This is an optimization exercise on Yosys and OpenROAD, whose aim is small area, a short achievable clock period and few clock cycles per item, not a production implementation. RTL that was checked went through simulation tests only; none was proved equivalent to the original. Power and IR drop assume default switching activity.

## rev 12
## conv3x3_stream
module conv3x3_stream
#(
  parameter int DATA_W     = 8,
  parameter int COEF_W     = 8,
  parameter int NORM_SHIFT = 4
) (
  input  logic                  i_clk,
  input  logic                  i_rst,
  input  logic [9*DATA_W-1:0]   i_pixel_data,
  input  logic                  i_pixel_data_valid,
  input  logic                  i_pixel_data_last,
  output logic                  o_pixel_data_ready,
  output logic [DATA_W-1:0]     o_convolved_data,
  output logic                  o_convolved_data_valid,
  output logic                  o_convolved_data_last,
  output logic                  o_convolved_sat,
  input  logic                  i_out_ready,
  input  logic                  i_coef_we,
  input  logic [3:0]            i_coef_addr,
  input  logic [COEF_W-1:0]     i_coef_data,
  input  logic                  i_coef_commit,
  output logic                  o_cfg_pending
);
  localparam int CAP = 7;    
  localparam int NQ  = 6;    
  localparam int CW  = $clog2(CAP + 1);
  localparam int PW  = (NQ > 1) ? $clog2(NQ) : 1;
  logic        acc;
  logic [71:0] px_q;
  logic [71:0] kq;
  logic [4:0] vq;    
  logic [4:0] lq;    
  logic [175:0] st1_q;
  logic [49:0] st2_q;
  logic [31:0] st3_q;
  logic [12:0] st4_q;
  logic pp1;
  logic pp2;
  logic pp3;
  logic pp4;
  logic pp5;
  logic pp6;
  logic pp7;
  logic pp8;
  logic pp9;
  logic pp10;
  logic pp11;
  logic pp12;
  logic pp13;
  logic pp14;
  logic pp15;
  ...
clock: 5.0 ns
lec_check: 0
cap_margin: 20
core_margin: 2
core_utilization: 40
setup_slack_margin: 2.4
slew_margin: 20
synth_hierarchical: 1
run.sh (not shown) runs the stock make flow with config.mk's settings and CLKGATE_MAP_FILE= SYNTH_SCRIPT=/design/flow/synth_recipe.tcl, a recipe that flattens the netlist after the stock synthesis.
Modified inputs, rev 13 compared to rev 12
--- a/flow/design.v
+++ b/flow/design.v
@@ -68,14 +68,14 @@
   input  logic [COEF_W-1:0]     i_coef_data,
   input  logic                  i_coef_commit,
   output logic                  o_cfg_pending
 );
   localparam int CAP = 7;    
   localparam int NQ  = 6;    
-  localparam int CW  = $clog2(CAP + 1);
-  localparam int PW  = (NQ > 1) ? $clog2(NQ) : 1;
+  localparam int CW  = 3;    
+  localparam int PW  = 3;    
   logic        acc;
   logic [71:0] px_q;
   logic [71:0] kq;
   logic [4:0] vq;    
   logic [4:0] lq;    
   logic [175:0] st1_q;
[summary]
Diff rev 13..rev 12 | maximum single-stage delay on the critical path | negligible. Rev 12 → rev 13: worst hold path depth comparable, setup slack about even, worst path required time shows no meaningful change, final critical path time including I/O delays and setup held steady.
Testbench counts of rev 13, summed over its fixed seeds: cycles 4,144, items 4,096.
For rev 12, only the layout was checked, not whether the RTL still works.

* * *

Another version of the RTL of conv3x3_stream (not shown whole).
For scale: ~500 flip-flops.
Settings: LEC_CHECK=0, CAP_MARGIN=20, CORE_MARGIN=2, CORE_UTILIZATION=55, CTS_CLUSTER_DIAMETER=80, CTS_CLUSTER_SIZE=22, SETUP_SLACK_MARGIN=2.4, SLEW_MARGIN=20, SYNTH_HIERARCHICAL=1; clock period 5.0 ns.
Testbench counts at the start, summed over its fixed seeds: cycles 4,136, items 4,096.
Then changed:
--- a/flow/design.v
+++ b/flow/design.v
@@ -1235,25 +1235,27 @@
   always_comb begin
     shadow_d = shadow_q;
     for (int k = 0; k < 9; k++) begin
       if (i_coef_we && i_coef_addr == 4'(k)) shadow_d[k] = i_coef_data;
     end
   end
   assign pend_req = pending_q | i_coef_commit;
   assign apply    = pend_req & ((acc & i_pixel_data_last) | (~in_frame_q & ~acc));
+  logic [8:0][7:0] bank_d;
+  assign bank_d = i_rst ? DEF_KERNEL : shadow_d;
+  always_ff @(posedge i_clk) begin
+    shadow_q <= bank_d;
+    if (apply | i_rst) coef_q <= bank_d;
+  end
   always_ff @(posedge i_clk) begin
     if (i_rst) begin
-      shadow_q   <= DEF_KERNEL;
-      coef_q     <= DEF_KERNEL;
       in_frame_q <= 1'b0;
       pending_q  <= 1'b0;
     end else begin
-      shadow_q <= shadow_d;
-      if (apply) coef_q <= shadow_d;
       if (acc) in_frame_q <= ~i_pixel_data_last;
       pending_q <= pend_req & ~apply;
     end
   end
   assign kq            = coef_q;
   assign o_cfg_pending = pending_q;
   always_ff @(posedge i_clk) begin
     st1_q <= {c1216, c1382, s1215, s1381, c1380, c1378, s1213, s1211, s1379, s1377, c1376, c1374, c1372, c1370, s1375, s1373, s1371, s1369, c1368, c1366, c1364, c1362, c1360, s1197, s1367, s1365, s1363, s1361, s1359, c1358, c1356, c1354, c1352, c1350, c1348, c1346, s1357, s1355, s1353, s1351, s1349, s1347, s1345, c1344, c1342, c1340, c1338, c1336, c1334, c1332, c1330, s1343, s1341, s1339, s1337, s1335, s1333, s1331, s1329, c1328, c1326, c1324, c1322, c1320, c1318, c1316, c1314, c1312, s1143, s1327, s1325, s1323, s1321, s1319, s1317, s1315, s1313, s1311, c1310, c1308, c1306, c1304, c1302, c1300, c1298, c1296, c1294, c1292, s1309, s1307, s1305, s1303, s1301, s1299, s1297, s1295, s1293, s1291, c1290, c1288, c1286, c1284, c1282, c1280, c1278, c1276, c1274, s1087, s1289, s1287, s1285, s1283, s1281, s1279, s1277, s1275, s1273, c1272, c1270, c1268, c1266, c1264, c1262, c1260, c1258, s1271, s1269, s1267, s1265, s1263, s1261, s1259, s1257, c1256, c1254, c1252, c1250, c1248, c1246, c1244, s1255, s1253, s1251, s1249, s1247, s1245, s1243, c1242, c1240, c1238, c1236, c1234, s1009, s1241, s1239, s1237, s1235, s1233, c1232, c1230, c1228, c1226, s1231, s1229, s1227, s1225, c1224, c1222, c1220, s1223, s1221, s1219, c1218, s967, s1217, s961};
- The changed run completed without violations
- non-clock buffer count rises by 23
- cell area rises by 0.87%
- hold slack improves by 0.0041 ns
- sequential cell count stays the same
- via count falls by 4.2%
- worst setup slack degrades by 0.037 ns
- clock-buffer cell count rises by 4
- wire length falls by 2.6%
- power rises by 9.1%
Function not checked in the second run of this note: the RTL went through the layout flow alone.

* * *

conv3x3_stream, a different RTL version from the one above (not shown whole).
For scale: roughly 2000 cells after synthesis, roughly 480 flip-flops, about 100 I/O pins, ~28000 sq um of cells after synthesis.
clock: 5.0 ns
lec_check: 0
cap_margin: 20
core_margin: 2
core_utilization: 40
setup_slack_margin: 2.1
slew_margin: 20
synth_hierarchical: 1
Then changed:
--- a/flow/design.v
+++ b/flow/design.v
@@ -2403,61 +2403,50 @@
   logic       res_sat;
   logic       res_neg, res_big;
   logic       res_v;
   logic [9:0] res_d;
   assign res_neg  = cs_c ? cs_neg1 : cs_neg0;
   assign res_big  = cs_c ? cs_big1 : cs_big0;
   assign res_sat  = res_neg | res_big;
   assign res_data = (cs_lo | {8{res_big}}) & ~{8{res_neg}};
   assign res_v    = vq[3];
   assign res_d    = {res_data, lq[3], res_sat};
   logic [NQ-1:0][9:0] mem_q;
-  logic [NQ-1:0]      wp_q, rp_q;
-  logic               fne_q;       
+  logic [PW-1:0]      wp_q, rp_q;
   logic [PW:0]        fcnt_q;
   logic [CW-1:0]      cnt_q, cnt_d;
   logic               rdy_q;
   logic               out_v_q;
   logic [9:0]         out_d_q;
-  logic [9:0]         head;
-  logic               take, out_free, push, pop;
-  logic [PW:0]        fcnt_d;
+  logic               take, out_free, f_empty, push, pop;
   assign acc      = i_pixel_data_valid & rdy_q;
   assign take     = out_v_q & i_out_ready;
   assign out_free = ~out_v_q | i_out_ready;
-  assign pop      = out_free & fne_q;
-  assign push     = res_v & ~(out_free & ~fne_q);
+  assign f_empty  = (fcnt_q == '0);
+  assign pop      = out_free & ~f_empty;
+  assign push     = res_v & ~(out_free & f_empty);
   assign cnt_d    = cnt_q + {{(CW-1){1'b0}}, acc} - {{(CW-1){1'b0}}, take};
-  assign fcnt_d   = fcnt_q + {{PW{1'b0}}, push} - {{PW{1'b0}}, pop};
-  always_comb begin
-    head = '0;
-    for (int i = 0; i < NQ; i++) head = head | (mem_q[i] & {10{rp_q[i]}});
-  end
   always_ff @(posedge i_clk) begin
     if (i_rst) begin
       cnt_q   <= '0;
       rdy_q   <= 1'b1;
       out_v_q <= 1'b0;
-      wp_q    <= NQ'(1);
-      rp_q    <= NQ'(1);
+      wp_q    <= '0;
+      rp_q    <= '0;
       fcnt_q  <= '0;
-      fne_q   <= 1'b0;
     end else begin
       cnt_q  <= cnt_d;
       rdy_q  <= (cnt_d < CW'(CAP));
-      fcnt_q <= fcnt_d;
-      fne_q  <= (fcnt_d != '0);
-      if (push) wp_q <= {wp_q[NQ-2:0], wp_q[NQ-1]};
-      if (pop)  rp_q <= {rp_q[NQ-2:0], rp_q[NQ-1]};
-      if (out_free) out_v_q <= res_v | fne_q;
+      fcnt_q <= fcnt_q + {{PW{1'b0}}, push} - {{PW{1'b0}}, pop};
+      if (push) wp_q <= (wp_q == PW'(NQ - 1)) ? '0 : wp_q + 1'b1;
+      if (pop)  rp_q <= (rp_q == PW'(NQ - 1)) ? '0 : rp_q + 1'b1;
+      if (out_free) out_v_q <= res_v | ~f_empty;
     end
   end
   always_ff @(posedge i_clk) begin
-    for (int i = 0; i < NQ; i++) begin
-      if (push && wp_q[i]) mem_q[i] <= res_d;
-    end
-    if (out_free) out_d_q <= fne_q ? head : res_d;
+    if (push) mem_q[wp_q] <= res_d;
+    if (out_free) out_d_q <= f_empty ? res_d : mem_q[rp_q];
   end
   assign o_pixel_data_ready = rdy_q;
   assign o_convolved_data_valid = out_v_q;
   assign {o_convolved_data, o_convolved_data_last, o_convolved_sat} = out_d_q;
 endmodule
The changed run ran to the end with no violations.
Total power goes up by 3.4%.
Count of clock-buffer cells in the layout goes up by 8.
Clock power goes down by about 3%.
Wire length goes up by about 20%.
First-iteration DRC count goes up by 30%.
Hold slack hardly moves.
Via count goes up by 17%.
No functional check of the RTL was part of any run of this note.

==> what the ideal ports hide <==
Ports are ideal in the flow. The routed layouts listed here were re-timed in OpenROAD.
Step 1 assumes that a clkbuf_16 drives the clock port and a buf_2 every other input.
Step 2 times the ports against the registers' clock, not the clock port: input delays grow and output delays shrink by t, the midpoint of the rising clock arrivals with the driver on.
Slacks: ideal / step 1 / step 2; pairs: ideal / step 1.
| run | t, ns | slack for setup (ns) | clock arrival spread, ns | pins driven straight from the clock port |
|---|---|---|---|---|
| rev 12 | 0.708 | 2.403 / 2.403 / 1.786 | 0.031 / 0.031 | 1 |
| rev 13 | 0.708 | 2.403 / 2.403 / 1.786 | 0.031 / 0.031 | 1 |
| the first run of note 2 | 0.669 | 2.405 / 2.396 / 1.727 | 0.032 / 0.032 | 1 |
| the second run of note 2 | 0.672 | 2.368 / 2.404 / 1.732 | 0.022 / 0.022 | 1 |
| the first run of note 3 | 0.668 | 1.923 / 1.923 / 1.815 | 0.047 / 0.048 | 1 |
| the second run of note 3 | 0.673 | 1.943 / 1.943 / 1.620 | 0.051 / 0.052 | 1 |
After both steps setup and hold are still met in every run listed. The setup slack of the first run of note 2, which loses most, moves by -0.009 ns with the drivers and by -0.678 ns with both steps.
